Background: an optimization exercise with open tools, aiming at small area, a short achievable clock period and few clock cycles per item. Do not read the settings as production practice.
Where RTL was checked, it was by simulation tests only, not by an equivalence proof against the original.
The flow treats the clock pin as an ideal source, which a real chip does not have.
Power is estimated from default activity; no workload was simulated.

## run 1
// app_shell_top
module app_shell_top (
	input  logic                                global_clk,
	input  logic                                global_rst_n,
	input  logic                                awvalid,
	input  logic [softreg_pkg::SR_ADDR_W-1:0]   awaddr,
	output logic                                awready,
	input  logic                                wvalid,
	input  logic [softreg_pkg::SR_DATA_W-1:0]   wdata,
	input  logic [softreg_pkg::SR_DATA_W/8-1:0] wstrb,
	output logic                                wready,
	output logic                                bvalid,
	output logic [1:0]                          bresp,
	input  logic                                bready,
	input  logic                                arvalid,
	input  logic [softreg_pkg::SR_ADDR_W-1:0]   araddr,
	output logic                                arready,
	output logic                                rvalid,
	output logic [softreg_pkg::SR_DATA_W-1:0]   rdata,
	output logic [1:0]                          rresp,
	input  logic                                rready
);
==> module app_shell_top, before the edit <==
module app_shell_top (
	input  logic                                global_clk,
	input  logic                                global_rst_n,
	input  logic                                awvalid,
	input  logic [softreg_pkg::SR_ADDR_W-1:0]   awaddr,
	output logic                                awready,
	input  logic                                wvalid,
	input  logic [softreg_pkg::SR_DATA_W-1:0]   wdata,
	input  logic [softreg_pkg::SR_DATA_W/8-1:0] wstrb,
	output logic                                wready,
	output logic                                bvalid,
	output logic [1:0]                          bresp,
	input  logic                                bready,
	input  logic                                arvalid,
	input  logic [softreg_pkg::SR_ADDR_W-1:0]   araddr,
	output logic                                arready,
	output logic                                rvalid,
	output logic [softreg_pkg::SR_DATA_W-1:0]   rdata,
	output logic [1:0]                          rresp,
	input  logic                                rready
);
	localparam int NREGS = NUM_APPS * REGS_PER_APP;
	localparam int IDX_W = APP_SEL_W + REG_IDX_W;
	logic                 rst;
	logic                 ready_q;
	logic                 wr_acc;
	logic                 rd_acc;
	logic [IDX_W-1:0]     wr_idx;
	logic [SR_DATA_W-1:0] regs_q [NREGS];
	logic [SR_DATA_W-1:0] wr_data;
	localparam int HALF_W = SR_DATA_W / 2;
	logic [NREGS-1:0][1:0]   wr_en;
	logic [REGS_PER_APP-1:0] wr_lo;
	logic [NUM_APPS-1:0]     wr_hi;
	logic                 b1_q;
	logic                 b2_q;
	logic                 b1_nxt;
	logic                 b2_nxt;
	logic                 rvalid_q;
	logic [SR_DATA_W-1:0] rdata_q;
	logic                 sk_v_q;
	logic [IDX_W-1:0]     sk_idx_q;
	logic                 sk_v_nxt;
	logic                 r_free;
	logic                 r_load;
	logic [IDX_W-1:0]     ar_idx;
	logic [REGS_PER_APP-1:0] rd_lo;
	logic [NUM_APPS-1:0]     rd_hi;
	logic [SR_DATA_W-1:0] rd_mux;
	assign rst = global_rst_n;
	assign awready = ready_q;
	assign wready  = ready_q;
	assign arready = ready_q;
	assign bvalid  = b1_q;
	assign bresp   = AXI_RESP_OKAY;
	assign rvalid  = rvalid_q;
	assign rdata   = rdata_q;
	assign rresp   = AXI_RESP_OKAY;
	assign wr_acc = ready_q && awvalid && wvalid;
	assign rd_acc = ready_q && arvalid;
	assign wr_idx = awaddr[REG_IDX_LSB +: IDX_W];
	assign wr_data = rst ? '0 : wdata;
	always_comb begin
		for (int k = 0; k < REGS_PER_APP; k++) begin
			wr_lo[k] = wr_idx[REG_IDX_W-1:0] == REG_IDX_W'(k);
		end
		for (int j = 0; j < NUM_APPS; j++) begin
			wr_hi[j] = wr_idx[IDX_W-1:REG_IDX_W] == APP_SEL_W'(j);
		end
	end
	for (genvar i = 0; i < NREGS; i++) begin : g_wr_en
		for (genvar h = 0; h < 2; h++) begin : g_half
			sr_ao31 u_en (
				.a1 (wr_lo[i % REGS_PER_APP]),
				.a2 (wr_hi[i / REGS_PER_APP]),
				.a3 (wr_acc),
				.b  (rst),
				.y  (wr_en[i][h])
			);
		end
	end
	always_ff @(posedge global_clk) begin
		for (int i = 0; i < NREGS; i++) begin
			for (int h = 0; h < 2; h++) begin
				if (wr_en[i][h]) begin
					regs_q[i][h*HALF_W +: HALF_W] <= wr_data[h*HALF_W +: HALF_W];
				end
			end
		end
	end
	assign b1_nxt = wr_acc || b2_q || (b1_q && !bready);
	assign b2_nxt = (b2_q || (b1_q && wr_acc)) && !bready;
	assign r_free   = !rvalid_q || rready;
	assign ar_idx   = araddr[REG_IDX_LSB +: IDX_W];
	assign r_load   = (sk_v_q || rd_acc) && r_free;
	assign sk_v_nxt = (sk_v_q || rd_acc) && !r_free;
	always_comb begin
		for (int k = 0; k < REGS_PER_APP; k++) begin
			rd_lo[k] = (ready_q && ar_idx[REG_IDX_W-1:0] == REG_IDX_W'(k))
				|| (sk_v_q && sk_idx_q[REG_IDX_W-1:0] == REG_IDX_W'(k));
		end
		for (int j = 0; j < NUM_APPS; j++) begin
			rd_hi[j] = r_free && ((ready_q && ar_idx[IDX_W-1:REG_IDX_W] == APP_SEL_W'(j))
				|| (sk_v_q && sk_idx_q[IDX_W-1:REG_IDX_W] == APP_SEL_W'(j)));
		end
	end
	for (genvar b = 0; b < SR_DATA_W; b++) begin : g_rd_bit
		logic [NREGS-1:0] col;
		for (genvar i = 0; i < NREGS; i++) begin : g_col
			assign col[i] = regs_q[i][b];
		end
		resp_or_tree u_merge (
			.d    (col),
			.lo   (rd_lo),
			.hi   (rd_hi),
			.q    (rdata_q[b]),
			.hold (!r_free),
			.y    (rd_mux[b])
		);
	end
	always_ff @(posedge global_clk) begin
		rdata_q <= rd_mux;
		if (!sk_v_q) begin
			sk_idx_q <= ar_idx;
		end
	end
	always_ff @(posedge global_clk) begin
		if (rst) begin
			ready_q  <= 1'b1;
			b1_q     <= 1'b0;
			b2_q     <= 1'b0;
			rvalid_q <= 1'b0;
			sk_v_q   <= 1'b0;
		end else begin
			ready_q  <= !sk_v_nxt && !b2_nxt;
			b1_q     <= b1_nxt;
			b2_q     <= b2_nxt;
			rvalid_q <= r_load || (rvalid_q && !rready);
			sk_v_q   <= sk_v_nxt;
		end
	end
endmodule
export LEC_CHECK = 0
export CAP_MARGIN = 20
export CORE_MARGIN = 2
export CORE_UTILIZATION = 40
export CTS_BUF_LIST = sky130_fd_sc_hd__clkbuf_16
export CTS_CLUSTER_DIAMETER = 60
export CTS_CLUSTER_SIZE = 24
export SETUP_SLACK_MARGIN = 2.0
export SLEW_MARGIN = 20
export SYNTH_HIERARCHICAL = 1
create_clock -name core_clock -period 4.0 [get_ports {global_clk}]
standard.sh (not shown) runs the stock make flow with config.mk's settings and CLKGATE_MAP_FILE= SYNTH_SCRIPT=/design/flow/synth_recipe.tcl, a recipe that flattens the netlist after the stock synthesis.
==> flow/flow/run.sh <==
#!/bin/bash
# Standard ORFS layout, with these knobs changed: port buffers are buf_4
# rather than the platform's pick; timing repair may resize a cell to any
# footprint; clock tree synthesis adds no dummy loads; before floorplan,
# flow/pre_floorplan.tcl sets the read-merge a22oi cells to their smallest
# size and the write-enable and write-decode gates to size 4; after clock tree synthesis, flow/post_cts.tcl runs more setup
# repair in steps. The full
# make output goes to standard_flow.log here; each ORFS step also keeps its
# own log under orfs/logs/.
set -euo pipefail
bash standard.sh MATCH_CELL_FOOTPRINT=0 \
	"BUFFER_PORTS_ARGS=-buffer_cell sky130_fd_sc_hd__buf_4" \
	"CTS_ARGS=-sink_clustering_enable -repair_clock_nets -sink_clustering_size 24 -sink_clustering_max_diameter 60 -buf_list {sky130_fd_sc_hd__clkbuf_8 sky130_fd_sc_hd__clkbuf_16} -dont_use_dummy_load" \
	"PRE_FLOORPLAN_TCL=$PWD/flow/pre_floorplan.tcl" \
	"POST_CTS_TCL=$PWD/flow/post_cts.tcl" \
	finish > standard_flow.log 2>&1
Other scripts of this flow, unchanged in this note and not shown: flow/flow/post_cts.tcl, flow/flow/pre_floorplan.tcl
Testbench counts of run 1, summed over its fixed seeds: cycles 4,808, txns 4,800.
Edits applied to the flow inputs when going from run 1 to run 2:
--- a/flow/design.v
+++ b/flow/design.v
@@ -315,11 +315,13 @@
 	logic                 b1_nxt;
 	logic                 b2_nxt;
 	logic                 rvalid_q;
 	logic [SR_DATA_W-1:0] rdata_q;
 	logic                 sk_v_q;
-	logic [IDX_W-1:0]     sk_idx_q;
+	logic [REGS_PER_APP-1:0] sk_lo_q;
+	logic [NUM_APPS-1:0]     sk_hi_q;
+	logic [NUM_APPS-1:0]     rd_hi_any;
 	logic                 sk_v_nxt;
 	logic                 r_free;
 	logic                 r_load;
 	logic [IDX_W-1:0]     ar_idx;
 	logic [REGS_PER_APP-1:0] rd_lo;
@@ -373,15 +375,16 @@
 	assign r_load   = (sk_v_q || rd_acc) && r_free;
 	assign sk_v_nxt = (sk_v_q || rd_acc) && !r_free;
 	always_comb begin
 		for (int k = 0; k < REGS_PER_APP; k++) begin
 			rd_lo[k] = (ready_q && ar_idx[REG_IDX_W-1:0] == REG_IDX_W'(k))
-				|| (sk_v_q && sk_idx_q[REG_IDX_W-1:0] == REG_IDX_W'(k));
+				|| sk_lo_q[k];
 		end
 		for (int j = 0; j < NUM_APPS; j++) begin
-			rd_hi[j] = r_free && ((ready_q && ar_idx[IDX_W-1:REG_IDX_W] == APP_SEL_W'(j))
-				|| (sk_v_q && sk_idx_q[IDX_W-1:REG_IDX_W] == APP_SEL_W'(j)));
+			rd_hi_any[j] = (ready_q && ar_idx[IDX_W-1:REG_IDX_W] == APP_SEL_W'(j))
+				|| sk_hi_q[j];
+			rd_hi[j] = r_free && rd_hi_any[j];
 		end
 	end
 	for (genvar b = 0; b < SR_DATA_W; b++) begin : g_rd_bit
 		logic [NREGS-1:0] col;
 		for (genvar i = 0; i < NREGS; i++) begin : g_col
@@ -396,25 +399,26 @@
 			.y    (rd_mux[b])
 		);
 	end
 	always_ff @(posedge global_clk) begin
 		rdata_q <= rd_mux;
-		if (!sk_v_q) begin
-			sk_idx_q <= ar_idx;
-		end
 	end
 	always_ff @(posedge global_clk) begin
 		if (rst) begin
 			ready_q  <= 1'b1;
 			b1_q     <= 1'b0;
 			b2_q     <= 1'b0;
 			rvalid_q <= 1'b0;
 			sk_v_q   <= 1'b0;
+			sk_lo_q  <= '0;
+			sk_hi_q  <= '0;
 		end else begin
 			ready_q  <= !sk_v_nxt && !b2_nxt;
 			b1_q     <= b1_nxt;
 			b2_q     <= b2_nxt;
 			rvalid_q <= r_load || (rvalid_q && !rready);
 			sk_v_q   <= sk_v_nxt;
+			sk_lo_q  <= sk_v_nxt ? rd_lo : '0;
+			sk_hi_q  <= sk_v_nxt ? rd_hi_any : '0;
 		end
 	end
 endmodule
==> comparison <==
Result: PASS for each of run 1 and run 2
Between run 1 and run 2, the wire length of the first global-routing pass figures differ only marginally.
Looking at cell count, run 2 sits about 0.65% above run 1.
Summary of run 2 over run 1: clock power increased about 2%, sum of met2 wire segment lengths after detailed routing decreased about 5%, via density per instance essentially unchanged.
For run 2, only the layout was checked, not whether the RTL still works.

[afterwards: timing with drivers on the ports]
Ports are ideal in the flow. The routed layouts listed here were re-timed in OpenROAD. Step 1: set_driving_cell puts a clkbuf_16 on global_clk and a buf_2 on each other input, an assumption about the parent block. Step 2 adds t to the input delays and takes it off the output delays; t is the mean of the earliest and latest rising clock arrival at the registers after step 1. Input paths then give back, and output paths get back, about the clock's delay inside the block. Slacks: ideal ports / drivers / drivers and shift; pairs: ideal ports / drivers.
| run | shift t [ns] | slack for setup (ns) | slew at the worst register clock pin (ns) | pins driven straight from the clock port |
|---|---|---|---|---|
| run 1 | 0.599 | 2.112 / 2.067 / 1.588 | 0.09 / 0.09 | 1 |
| run 2 | 0.603 | 2.048 / 2.007 / 1.465 | 0.09 / 0.09 | 1 |
After both steps setup and hold are still met in every run listed. For run 2, which loses most, drivers alone change the setup slack by -0.041 ns; drivers and shift together by -0.583 ns.
